What follows belongs to an exercise in optimizing a design on an open flow for small area, a short achievable clock period and few clock cycles per item; a production flow would make more cautious choices. RTL that was checked went through simulation tests only; none was proved equivalent to the original. Power is estimated from default activity; no workload was simulated.

Setup of run A:
==> flow/design.v <==
package div_pkg;
  typedef logic [16-1:0] operand_t;
  typedef logic [4-1:0] tag_t;
endpackage
`timescale 1ns/1ns
module divider_nr (
  input  logic              clk,
  input  logic              reset,
  input  logic              load,
  input  logic              release_i,
  input  div_pkg::tag_t     ld_tag,
  input  div_pkg::operand_t ld_dividend,
  input  div_pkg::operand_t ld_divisor,    
  input  logic [16:0]       ld_q,          
  input  logic [3:0]        ld_shift,
  output logic [3:0]        shift,
  output logic              busy,
  output logic              done,
  output logic              finishing,
  output div_pkg::tag_t     tag,
  output div_pkg::operand_t quotient,
  output div_pkg::operand_t remainder
);
  logic [15:0] r, d;
  logic [16:0] q;
  logic [16:0] diff;
  assign diff = {1'b0, r} - {1'b0, d};
  always_ff @(posedge clk) begin
    if (reset) begin
      busy <= 1'b0;
    end else if (load) begin
      busy <= 1'b1;
    end else if (release_i) begin
      busy <= 1'b0;
    end
  end
  logic [15:0] r_nx;
  logic [16:0] q_nx;
  assign r_nx = (q[16] | diff[16]) ? r : diff[15:0];
  assign q_nx = q[16] ? q : {q[15:0], ~diff[16]};
  always_ff @(posedge clk) begin
    if (load) begin
      r   <= ld_dividend;
      d   <= ld_divisor;
      q   <= ld_q;
      tag <= ld_tag;
      shift <= ld_shift;
    end else begin
      r <= r_nx;
      q <= q_nx;
      d <= d >> 1;
    end
  end
  assign done      = busy & q[16];
  assign finishing = busy & q[15] & ~q[16];
  assign quotient  = q[15:0];
  assign remainder = r;
endmodule
`timescale 1ns/1ns
module div_dispatch (
  input  logic              clk,
  input  logic              reset,
  input  logic              accept,
  input  div_pkg::tag_t     tag,
  input  div_pkg::operand_t dividend,
  input  div_pkg::operand_t divisor,
  input  logic              leave,
  output logic              s1_valid,
  output div_pkg::tag_t     s1_tag,
  output div_pkg::operand_t s1_dividend,
  output div_pkg::operand_t s1_divisor,
  output logic [3:0]        s1_shift,
  output logic              s1_bypass,
  output logic              s1_div0,
  output logic              in_bypass
);
  function automatic [4:0] sig_bits(input [15:0] value);
    sig_bits = '0;
    for (int i = 0; i < 16; i++) begin
      if (value[i]) sig_bits = 5'(i + 1);
    end
  endfunction
  function automatic [15:0] fill(input [15:0] value);
    fill = value;
    for (int i = 14; i >= 0; i--) fill[i] = fill[i] | fill[i + 1];
  endfunction
  logic       dv_zero, in_div0;
  logic [4:0] nd, nv;
  assign nd = sig_bits(dividend);
  assign nv = sig_bits(divisor);
  assign dv_zero   = (divisor == '0);
  assign in_div0   = dv_zero & (dividend != '0);
  assign in_bypass = dv_zero | |(fill(divisor) & ~fill(dividend));
  always_ff @(posedge clk) begin
    if (reset) begin
      s1_valid <= 1'b0;
    end else if (accept) begin
      s1_valid <= 1'b1;
    end else if (leave) begin
      s1_valid <= 1'b0;
    end
  end
  always_ff @(posedge clk) begin
    if (accept) begin
      s1_tag      <= tag;
      s1_dividend <= dividend;
      s1_divisor  <= divisor;
      s1_shift    <= 4'(nd - (nv | {4'd0, dv_zero}));
      s1_bypass   <= in_bypass;
      s1_div0     <= in_div0;
    end
  end
endmodule
`timescale 1ns/1ns
module result_arbiter #(parameter int N = 4) (
  input  logic         clk,
  input  logic         reset,
  input  logic [N-1:0] cand,      
  input  logic [N-1:0] taken,     
  output logic [N-1:0] sel,       
  input  logic [4*N-1:0] tags,    
  output logic [3:0]   sel_tag    
);
  logic [N-1:0] last;    
  logic [N-1:0] higher;  
  logic [N-1:0] cand_hi;
  logic [N-1:0] pick;
  logic [N-1:0] last_next;
  assign last_next = (|taken) ? taken : last;
  always_comb begin
    higher = '0;
    for (int i = 0; i < N; i++) begin
      for (int j = 0; j < N; j++) begin
        if (j < i && last_next[j]) higher[i] = 1'b1;
      end
    end
  end
  assign cand_hi = cand & higher;
  always_comb begin
    pick = '0;
    if (|cand_hi) begin
      for (int i = N - 1; i >= 0; i--) if (cand_hi[i]) pick = N'(1) << i;
    end else begin
      for (int i = N - 1; i >= 0; i--) if (cand[i]) pick = N'(1) << i;
    end
  end
  always_ff @(posedge clk) begin
    if (reset) begin
      last <= N'(1) << (N - 1);
      sel  <= '0;
    end else begin
      last <= last_next;
      sel  <= pick;
    end
  end
  always_ff @(posedge clk) begin
    sel_tag <= '0;
    for (int i = 0; i < N; i++) begin
      if (pick[i]) sel_tag <= tags[4*i +: 4];
    end
  end
endmodule
`timescale 1ns/1ns
module result_store (
  input  logic              clk,
  input  logic              reset,
  input  logic              we,
  input  div_pkg::tag_t     wr_tag,
  input  logic [16:0]       wr_field,
  input  logic [3:0]        wr_len,
  input  logic              wr_div0,
  input  div_pkg::tag_t     rd_tag,
  output logic              rd_valid,
  output div_pkg::operand_t rd_quotient,
  output div_pkg::operand_t rd_remainder
);
  localparam int DEPTH = 1 << 4;
  logic [DEPTH-1:0] valid;
  logic [16:0]      f_mem [DEPTH];
  logic [3:0]       l_mem [DEPTH];
  logic             z_mem [DEPTH];
  logic [16:0]      f;
  logic [3:0]       l;
  logic             z;
  logic [16:0]      m;
  always_ff @(posedge clk) begin
    if (reset) begin
      valid    <= '0;
      rd_valid <= 1'b0;
    end else begin
      if (we) begin
        valid[wr_tag] <= 1'b1;
      end
      rd_valid <= valid[rd_tag];
    end
  end
  always_ff @(posedge clk) begin
    if (we) begin
      f_mem[wr_tag] <= wr_field;
      l_mem[wr_tag] <= wr_len;
      z_mem[wr_tag] <= wr_div0;
    end
  end
  always_ff @(posedge clk) begin
    f <= f_mem[rd_tag];
    l <= l_mem[rd_tag];
    z <= z_mem[rd_tag];
  end
  always_comb begin
    for (int j = 0; j < 17; j++) m[j] = (5'(j) <= {1'b0, l});
  end
  always_comb begin
    for (int j = 0; j < 16; j++) begin
      rd_quotient[j]  = m[j] & (z | f[j]);
      rd_remainder[j] = f[16 - j] & (z | ~m[16 - j]);
    end
  end
endmodule
`timescale 1ns/1ns
module div_cluster (
  input  logic              clk,
  input  logic              reset,
  input  logic              start,
  input  div_pkg::tag_t     tag,
  input  div_pkg::operand_t dividend,
  input  div_pkg::operand_t divisor,
  input  div_pkg::tag_t     rd_tag,
  output logic              ready,
  output logic              complete,
  output div_pkg::tag_t     complete_tag,
  output logic              rd_valid,
  output div_pkg::operand_t rd_quotient,
  output div_pkg::operand_t rd_remainder
);
  localparam int N = 4;
  logic              accept, leave;
  logic              s1_valid, s1_bypass, s1_div0, in_bypass;
  div_pkg::tag_t     s1_tag;
  div_pkg::operand_t s1_dividend, s1_divisor;
  logic [3:0]        s1_shift, byp_len;
  logic [N-1:0]      busy, done, finishing, eng_grant, avail, load;
  div_pkg::tag_t     e_tag [N];
  div_pkg::operand_t e_quo [N];
  div_pkg::operand_t e_rem [N];
  logic [3:0]        e_shift [N];
  div_pkg::operand_t ld_divisor;
  logic [16:0]       ld_q;
  logic              byp_grant, eng_job;
  logic              we;
  div_pkg::tag_t     w_tag;
  logic [16:0]       w_field;
  logic [3:0]        w_len;
  logic              w_div0;
  assign accept = start & ready;
  div_dispatch u_dispatch (
    .clk         (clk),
    .reset       (reset),
    .accept      (accept),
    .tag         (tag),
    .dividend    (dividend),
    .divisor     (divisor),
    .leave       (leave),
    .s1_valid    (s1_valid),
    .s1_tag      (s1_tag),
    .s1_dividend (s1_dividend),
    .s1_divisor  (s1_divisor),
    .s1_shift    (s1_shift),
    .s1_bypass   (s1_bypass),
    .s1_div0     (s1_div0),
    .in_bypass   (in_bypass)
  );
  assign byp_len    = s1_div0 ? s1_shift : 4'd0;
  assign ld_divisor = s1_divisor << s1_shift;
  assign ld_q       = 17'(1) << (4'd15 - s1_shift);
  for (genvar i = 0; i < N; i++) begin : g_eng
    divider_nr u_div (
      .clk         (clk),
      .reset       (reset),
      .load        (load[i]),
      .release_i   (eng_grant[i]),
      .ld_tag      (s1_tag),
      .ld_dividend (s1_dividend),
      .ld_divisor  (ld_divisor),
      .ld_q        (ld_q),
      .ld_shift    (s1_shift),
      .shift       (e_shift[i]),
      .busy        (busy[i]),
      .done        (done[i]),
      .finishing   (finishing[i]),
      .tag         (e_tag[i]),
      .quotient    (e_quo[i]),
      .remainder   (e_rem[i])
    );
  end
  logic [N-1:0] sel, cand_next;
  logic [4*N-1:0] e_tags;
  div_pkg::tag_t  sel_tag;
  for (genvar i = 0; i < N; i++) begin : g_tags
    assign e_tags[4*i +: 4] = e_tag[i];
  end
  logic [2:0]   starve;
  logic         eng_first, any_sel;    
  result_arbiter #(.N(N)) u_arbiter (
    .clk   (clk),
    .reset (reset),
    .cand  (cand_next),
    .taken (eng_grant),
    .sel   (sel),
    .tags  (e_tags),
    .sel_tag (sel_tag)
  );
  assign any_sel   = |sel;
  assign byp_grant = s1_valid & s1_bypass & ~(any_sel & eng_first);
  assign eng_grant = sel & {N{~byp_grant}};
  assign eng_job   = s1_valid & ~s1_bypass;
  assign avail     = ~busy | sel;
  always_comb begin
    load = '0;
    for (int i = N - 1; i >= 0; i--) begin
      if (avail[i]) load = N'(1) << i;
    end
    if (!eng_job) load = '0;
  end
  assign leave = byp_grant | (eng_job & |avail);
  function automatic [16:0] rev_rem(input [15:0] v);
    rev_rem = '0;
    for (int i = 0; i < 16; i++) rev_rem[16 - i] = v[i];
  endfunction
  always_comb begin
    w_tag   = sel_tag;
    w_field = '0;
    w_len   = '0;
    w_div0  = 1'b0;
    for (int i = 0; i < N; i++) begin
      w_field = w_field | (({1'b0, e_quo[i]} | rev_rem(e_rem[i])) & {17{eng_grant[i]}});
      w_len   = w_len | (e_shift[i] & {4{eng_grant[i]}});
    end
    if (byp_grant) begin
      w_tag   = s1_tag;
      w_field = rev_rem(s1_dividend);
      w_len   = byp_len;
      w_div0  = s1_div0;
    end
  end
  assign we = any_sel | byp_grant;
  logic [N-1:0] idle_next;
  logic         s1v_next, eng_ok_next, byp_ok_next;
  logic [2:0]   starve_next;
  assign idle_next   = ~load & (~busy | eng_grant);
  assign cand_next   = ~load & busy & ~eng_grant & (done | finishing);
  assign s1v_next    = accept | (s1_valid & ~leave);
  assign eng_ok_next = |idle_next | |cand_next;
  assign byp_ok_next = ~(|cand_next & (&starve_next));
  always_comb begin
    starve_next = starve;
    if (byp_grant && any_sel) starve_next = starve + 1'b1;
    else if (|eng_grant) starve_next = '0;
  end
  always_ff @(posedge clk) begin
    if (reset) begin
      ready        <= 1'b1;
      starve       <= '0;
      eng_first    <= 1'b0;
      complete     <= 1'b0;
    end else begin
      ready        <= ~s1v_next | ((accept ? in_bypass : s1_bypass) ? byp_ok_next : eng_ok_next);
      starve       <= starve_next;
      eng_first    <= &starve_next;
      complete     <= we;
    end
  end
  always_ff @(posedge clk) begin
    complete_tag <= w_tag;
  end
  result_store u_store (
    .clk          (clk),
    .reset        (reset),
    .we           (we),
    .wr_tag       (w_tag),
    .wr_field     (w_field),
    .wr_len       (w_len),
    .wr_div0      (w_div0),
    .rd_tag       (rd_tag),
    .rd_valid     (rd_valid),
    .rd_quotient  (rd_quotient),
    .rd_remainder (rd_remainder)
  );
endmodule
Settings: LEC_CHECK=0, ABC_AREA=1, CAP_MARGIN=20, CORE_MARGIN=2, CORE_UTILIZATION=40, CTS_CLUSTER_DIAMETER=70, CTS_CLUSTER_SIZE=24, GPL_ROUTABILITY_DRIVEN=0, SETUP_SLACK_MARGIN=2.5, SLEW_MARGIN=20, TNS_END_PERCENT=10; clock period 5.0 ns.
run.sh (not shown) runs the stock make flow with config.mk's settings and CLKGATE_MAP_FILE= SYNTH_SCRIPT=/design/flow/synth_recipe.tcl, a recipe that flattens the netlist after the stock synthesis.
Inputs modified between run A and run B:
--- a/flow/design.v
+++ b/flow/design.v
@@ -114,15 +114,13 @@
 `timescale 1ns/1ns
 module result_arbiter #(parameter int N = 4) (
   input  logic         clk,
   input  logic         reset,
   input  logic [N-1:0] cand,      
   input  logic [N-1:0] taken,     
-  output logic [N-1:0] sel,       
-  input  logic [4*N-1:0] tags,    
-  output logic [3:0]   sel_tag    
+  output logic [N-1:0] sel        
 );
   logic [N-1:0] last;    
   logic [N-1:0] higher;  
   logic [N-1:0] cand_hi;
   logic [N-1:0] pick;
   logic [N-1:0] last_next;
@@ -150,18 +148,12 @@
       sel  <= '0;
     end else begin
       last <= last_next;
       sel  <= pick;
     end
   end
-  always_ff @(posedge clk) begin
-    sel_tag <= '0;
-    for (int i = 0; i < N; i++) begin
-      if (pick[i]) sel_tag <= tags[4*i +: 4];
-    end
-  end
 endmodule
 `timescale 1ns/1ns
 module result_store (
   input  logic              clk,
   input  logic              reset,
   input  logic              we,
@@ -229,13 +221,13 @@
   output logic              complete,
   output div_pkg::tag_t     complete_tag,
   output logic              rd_valid,
   output div_pkg::operand_t rd_quotient,
   output div_pkg::operand_t rd_remainder
 );
-  localparam int N = 4;
+  localparam int N = 5;
   logic              accept, leave;
   logic              s1_valid, s1_bypass, s1_div0, in_bypass;
   div_pkg::tag_t     s1_tag;
   div_pkg::operand_t s1_dividend, s1_divisor;
   logic [3:0]        s1_shift, byp_len;
   logic [N-1:0]      busy, done, finishing, eng_grant, avail, load;
@@ -290,27 +282,20 @@
       .tag         (e_tag[i]),
       .quotient    (e_quo[i]),
       .remainder   (e_rem[i])
     );
   end
   logic [N-1:0] sel, cand_next;
-  logic [4*N-1:0] e_tags;
-  div_pkg::tag_t  sel_tag;
-  for (genvar i = 0; i < N; i++) begin : g_tags
-    assign e_tags[4*i +: 4] = e_tag[i];
-  end
   logic [2:0]   starve;
   logic         eng_first, any_sel;    
   result_arbiter #(.N(N)) u_arbiter (
     .clk   (clk),
     .reset (reset),
     .cand  (cand_next),
     .taken (eng_grant),
-    .sel   (sel),
-    .tags  (e_tags),
-    .sel_tag (sel_tag)
+    .sel   (sel)
   );
   assign any_sel   = |sel;
   assign byp_grant = s1_valid & s1_bypass & ~(any_sel & eng_first);
   assign eng_grant = sel & {N{~byp_grant}};
   assign eng_job   = s1_valid & ~s1_bypass;
   assign avail     = ~busy | sel;
@@ -324,17 +309,18 @@
   assign leave = byp_grant | (eng_job & |avail);
   function automatic [16:0] rev_rem(input [15:0] v);
     rev_rem = '0;
     for (int i = 0; i < 16; i++) rev_rem[16 - i] = v[i];
   endfunction
   always_comb begin
-    w_tag   = sel_tag;
+    w_tag   = '0;
     w_field = '0;
     w_len   = '0;
     w_div0  = 1'b0;
     for (int i = 0; i < N; i++) begin
+      w_tag   = w_tag | (e_tag[i] & {4{eng_grant[i]}});
       w_field = w_field | (({1'b0, e_quo[i]} | rev_rem(e_rem[i])) & {17{eng_grant[i]}});
       w_len   = w_len | (e_shift[i] & {4{eng_grant[i]}});
     end
     if (byp_grant) begin
       w_tag   = s1_tag;
       w_field = rev_rem(s1_dividend);
Notes after the runs:
Run B closes out successfully: all stages finished, all timing, DRC and antenna checks passed. Aggregate routed wire length in run B is about 10% above run A. Summary of run B over run A: post-route worst setup slack increased 52 ps; wire length of the first global-routing pass increased 8.5%; number of register bits inferred by synthesis increased 8.2%; number of nets produced by synthesis increased 279; power increased 1.2 mW. The final reports for run B and run A show multi-input logic portion of the cell area higher in the former. Re number of sequential storage elements: run B is about 8% up on run A.
No run of this note included a check of the RTL's function; only the layout flow was run.


Setup of run a:
Another version of the RTL of div_cluster (not shown whole).
For scale: about 3100 cells after synthesis, ~680 flip-flops, roughly 0.031 mm² of cells after synthesis.
==> module div_dispatch, before the edit <==
module div_dispatch (
  input  logic              clk,
  input  logic              reset,
  input  logic              accept,
  input  div_pkg::tag_t     tag,
  input  div_pkg::operand_t dividend,
  input  div_pkg::operand_t divisor,
  input  logic              leave,
  output logic              s1_valid,
  output div_pkg::tag_t     s1_tag,
  output div_pkg::operand_t s1_dividend,
  output div_pkg::operand_t s1_divisor,
  output logic [3:0]        s1_shift,
  output logic              s1_bypass,
  output logic              s1_div0,
  output logic              in_bypass
);
  function automatic [4:0] sig_bits(input [15:0] value);
    sig_bits = '0;
    for (int i = 0; i < 16; i++) begin
      if (value[i]) sig_bits = 5'(i + 1);
    end
  endfunction
  function automatic [15:0] fill(input [15:0] value);
    fill = value;
    for (int i = 14; i >= 0; i--) fill[i] = fill[i] | fill[i + 1];
  endfunction
  logic       dv_zero, in_div0;
  logic [4:0] nd, nv;
  assign nd = sig_bits(dividend);
  assign nv = sig_bits(divisor);
  assign dv_zero   = (divisor == '0);
  assign in_div0   = dv_zero & (dividend != '0);
  assign in_bypass = dv_zero | |(fill(divisor) & ~fill(dividend));
  always_ff @(posedge clk) begin
    if (reset) begin
      s1_valid <= 1'b0;
    end else if (accept) begin
      s1_valid <= 1'b1;
    end else if (leave) begin
      s1_valid <= 1'b0;
    end
  end
  always_ff @(posedge clk) begin
    if (accept) begin
      s1_tag      <= tag;
      s1_dividend <= dividend;
      s1_divisor  <= divisor;
      s1_shift    <= 4'(nd - (nv | {4'd0, dv_zero}));
      s1_bypass   <= in_bypass;
      s1_div0     <= in_div0;
    end
  end
endmodule
==> module div_cluster, before the edit <==
module div_cluster (
  input  logic              clk,
  input  logic              reset,
  input  logic              start,
  input  div_pkg::tag_t     tag,
  input  div_pkg::operand_t dividend,
  input  div_pkg::operand_t divisor,
  input  div_pkg::tag_t     rd_tag,
  output logic              ready,
  output logic              complete,
  output div_pkg::tag_t     complete_tag,
  output logic              rd_valid,
  output div_pkg::operand_t rd_quotient,
  output div_pkg::operand_t rd_remainder
);
  localparam int N = 4;
  logic              accept, leave;
  logic              s1_valid, s1_bypass, s1_div0, in_bypass;
  div_pkg::tag_t     s1_tag;
  div_pkg::operand_t s1_dividend, s1_divisor;
  logic [3:0]        s1_shift, byp_len;
  logic [N-1:0]      busy, done, finishing, eng_grant, avail, load;
  div_pkg::tag_t     e_tag [N];
  div_pkg::operand_t e_quo [N];
  div_pkg::operand_t e_rem [N];
  logic [3:0]        e_shift [N];
  div_pkg::operand_t ld_divisor;
  logic [16:0]       ld_q;
  logic              byp_grant, eng_job;
  logic              we;
  div_pkg::tag_t     w_tag;
  logic [16:0]       w_field;
  logic [3:0]        w_len;
  logic              w_div0;
  assign accept = start & ready;
  div_dispatch u_dispatch (
    .clk         (clk),
    .reset       (reset),
    .accept      (accept),
    .tag         (tag),
    .dividend    (dividend),
    .divisor     (divisor),
    .leave       (leave),
    .s1_valid    (s1_valid),
    .s1_tag      (s1_tag),
    .s1_dividend (s1_dividend),
    .s1_divisor  (s1_divisor),
    .s1_shift    (s1_shift),
    .s1_bypass   (s1_bypass),
    .s1_div0     (s1_div0),
    .in_bypass   (in_bypass)
  );
  assign byp_len    = s1_div0 ? s1_shift : 4'd0;
  assign ld_divisor = s1_divisor << s1_shift;
  assign ld_q       = 17'(1) << (4'd15 - s1_shift);
  for (genvar i = 0; i < N; i++) begin : g_eng
    divider_nr u_div (
      .clk         (clk),
      .reset       (reset),
      .load        (load[i]),
      .release_i   (eng_grant[i]),
      .ld_tag      (s1_tag),
      .ld_dividend (s1_dividend),
      .ld_divisor  (ld_divisor),
      .ld_q        (ld_q),
      .ld_shift    (s1_shift),
      .shift       (e_shift[i]),
      .busy        (busy[i]),
      .done        (done[i]),
      .finishing   (finishing[i]),
      .tag         (e_tag[i]),
      .quotient    (e_quo[i]),
      .remainder   (e_rem[i])
    );
  end
  logic [N-1:0] sel, cand_next;
  logic [2:0]   starve;
  logic         eng_first, any_sel;
  result_arbiter #(.N(N)) u_arbiter (
    .clk   (clk),
    .reset (reset),
    .cand  (cand_next),
    .taken (eng_grant),
    .sel   (sel)
  );
  assign any_sel   = |sel;
  assign eng_first = &starve;
  assign byp_grant = s1_valid & s1_bypass & ~(any_sel & eng_first);
  assign eng_grant = sel & {N{~byp_grant}};
  assign eng_job   = s1_valid & ~s1_bypass;
  assign avail     = ~busy | sel;
  always_comb begin
    load = '0;
    for (int i = N - 1; i >= 0; i--) begin
      if (avail[i]) load = N'(1) << i;
    end
    if (!eng_job) load = '0;
  end
  assign leave = byp_grant | (eng_job & |avail);
  function automatic [16:0] rev_rem(input [15:0] v);
    rev_rem = '0;
    for (int i = 0; i < 16; i++) rev_rem[16 - i] = v[i];
  endfunction
  always_comb begin
    w_tag   = '0;
    w_field = '0;
    w_len   = '0;
    w_div0  = 1'b0;
    for (int i = 0; i < N; i++) begin
      w_tag   = w_tag | (e_tag[i] & {4{eng_grant[i]}});
      w_field = w_field | (({1'b0, e_quo[i]} | rev_rem(e_rem[i])) & {17{eng_grant[i]}});
      w_len   = w_len | (e_shift[i] & {4{eng_grant[i]}});
    end
    if (byp_grant) begin
      w_tag   = s1_tag;
      w_field = rev_rem(s1_dividend);
      w_len   = byp_len;
      w_div0  = s1_div0;
    end
  end
  assign we = any_sel | byp_grant;
  logic [N-1:0] idle_next;
  logic         s1v_next, eng_ok_next, byp_ok_next;
  logic [2:0]   starve_next;
  assign idle_next   = ~load & (~busy | eng_grant);
  assign cand_next   = ~load & busy & ~eng_grant & (done | finishing);
  assign s1v_next    = accept | (s1_valid & ~leave);
  assign eng_ok_next = |idle_next | |cand_next;
  assign byp_ok_next = ~(|cand_next & (&starve_next));
  always_comb begin
    starve_next = starve;
    if (byp_grant && any_sel) starve_next = starve + 1'b1;
    else if (|eng_grant) starve_next = '0;
  end
  always_ff @(posedge clk) begin
    if (reset) begin
      ready        <= 1'b1;
      starve       <= '0;
      complete     <= 1'b0;
    end else begin
      ready        <= ~s1v_next | ((accept ? in_bypass : s1_bypass) ? byp_ok_next : eng_ok_next);
      starve       <= starve_next;
      complete     <= we;
    end
  end
  always_ff @(posedge clk) begin
    complete_tag <= w_tag;
  end
  result_store u_store (
    .clk          (clk),
    .reset        (reset),
    .we           (we),
    .wr_tag       (w_tag),
    .wr_field     (w_field),
    .wr_len       (w_len),
    .wr_div0      (w_div0),
    .rd_tag       (rd_tag),
    .rd_valid     (rd_valid),
    .rd_quotient  (rd_quotient),
    .rd_remainder (rd_remainder)
  );
endmodule
clock: 5.0 ns
lec_check: 0
abc_area: 1
cap_margin: 20
core_margin: 2
core_utilization: 40
cts_cluster_diameter: 70
cts_cluster_size: 24
setup_slack_margin: 2.5
slew_margin: 20
tns_end_percent: 10
## Diff of input files: run b against run a
diff --git a/flow/design.v b/flow/design.v
--- a/flow/design.v
+++ b/flow/design.v
@@ -69,7 +69,8 @@
   output div_pkg::tag_t     s1_tag,
   output div_pkg::operand_t s1_dividend,
   output div_pkg::operand_t s1_divisor,
-  output logic [3:0]        s1_shift,
+  output logic [4:0]        s1_nd,
+  output logic [4:0]        s1_nv,
   output logic              s1_bypass,
   output logic              s1_div0,
   output logic              in_bypass
@@ -84,10 +85,7 @@
     fill = value;
     for (int i = 14; i >= 0; i--) fill[i] = fill[i] | fill[i + 1];
   endfunction
-  logic       dv_zero, in_div0;
-  logic [4:0] nd, nv;
-  assign nd = sig_bits(dividend);
-  assign nv = sig_bits(divisor);
+  logic dv_zero, in_div0;
   assign dv_zero   = (divisor == '0);
   assign in_div0   = dv_zero & (dividend != '0);
   assign in_bypass = dv_zero | |(fill(divisor) & ~fill(dividend));
@@ -105,7 +103,8 @@
       s1_tag      <= tag;
       s1_dividend <= dividend;
       s1_divisor  <= divisor;
-      s1_shift    <= 4'(nd - (nv | {4'd0, dv_zero}));
+      s1_nd       <= sig_bits(dividend);
+      s1_nv       <= sig_bits(divisor);
       s1_bypass   <= in_bypass;
       s1_div0     <= in_div0;
     end
@@ -229,6 +228,7 @@
   logic              s1_valid, s1_bypass, s1_div0, in_bypass;
   div_pkg::tag_t     s1_tag;
   div_pkg::operand_t s1_dividend, s1_divisor;
+  logic [4:0]        s1_nd, s1_nv;
   logic [3:0]        s1_shift, byp_len;
   logic [N-1:0]      busy, done, finishing, eng_grant, avail, load;
   div_pkg::tag_t     e_tag [N];
@@ -256,12 +256,14 @@
     .s1_tag      (s1_tag),
     .s1_dividend (s1_dividend),
     .s1_divisor  (s1_divisor),
-    .s1_shift    (s1_shift),
+    .s1_nd       (s1_nd),
+    .s1_nv       (s1_nv),
     .s1_bypass   (s1_bypass),
     .s1_div0     (s1_div0),
     .in_bypass   (in_bypass)
   );
-  assign byp_len    = s1_div0 ? s1_shift : 4'd0;
+  assign s1_shift   = 4'(s1_nd - s1_nv);
+  assign byp_len    = s1_div0 ? 4'(s1_nd - 5'd1) : 4'd0;
   assign ld_divisor = s1_divisor << s1_shift;
   assign ld_q       = 17'(1) << (4'd15 - s1_shift);
   for (genvar i = 0; i < N; i++) begin : g_eng
--- outcome ---
Comparing run a with run b, the gate count of the mapped netlist came out essentially unchanged.
Run b vs run a — cell area climbed slightly
Worst ir drop on vdd up about 50% in run b wrt run a
Run b against run a: time the final worst path needs with I/O delays and setup lost 0.0099 ns; weighted congestion at the end of routability-driven global placement higher.
Against run a, run b reports a layout multi-input combinational cell count that is higher.
Relative to run a, the number of synthesized flops with an enable pin of run b is higher by 4.
As far as worst hold-check slack is concerned, run b and run a perform about the same.
Max-slew headroom at the worst pin: higher on run b
Switching share of total power: run b vs run a up 2.6 points
Utilization sits higher in run b than in run a.
Relative to run a, first-pass GRT wire length increased by 3400 µm in run b.
Run b reports its capturing instance or port of the critical path as rd_quotient[3] while run a reports rd_remainder[10].
Testbench counts of run b, summed over its fixed seeds: cycles 2,358, items 2,048.
No functional check of the RTL was part of run a.

==> separate check: timing with driven ports <==
In the flow no input, the clock included, has a driving cell. The finished layouts below were timed again as built, in two steps.
Step 1 sets driving cells, clkbuf_16 on the clock port and buf_2 on the other inputs (assumed; they add their load-dependent delay and slew).
Step 2, shift: input delay + t, output delay - t, t = (earliest + latest rising clock arrival at the registers) / 2. This alone moves slack from input paths to output paths.
Three values: ideal ports, drivers, drivers and shift; two values: the first two.
run	t, ns	slack for setup (ns)	worst data-port slew with drivers (ns)	pins driven straight from the clock port
run A of note 1	0.677	2.273 / 2.204 / 1.795	0.04	1
run B of note 1	0.668	2.325 / 2.262 / 1.860	0.05	1
run a of note 2	0.672	2.268 / 2.203 / 1.806	0.04	1
run b of note 2	0.655	2.278 / 2.214 / 1.894	0.07	1
After both steps setup and hold are still met in every run listed. The setup slack of run A of note 1, which loses most, moves by -0.069 ns with the drivers and by -0.478 ns with both steps.
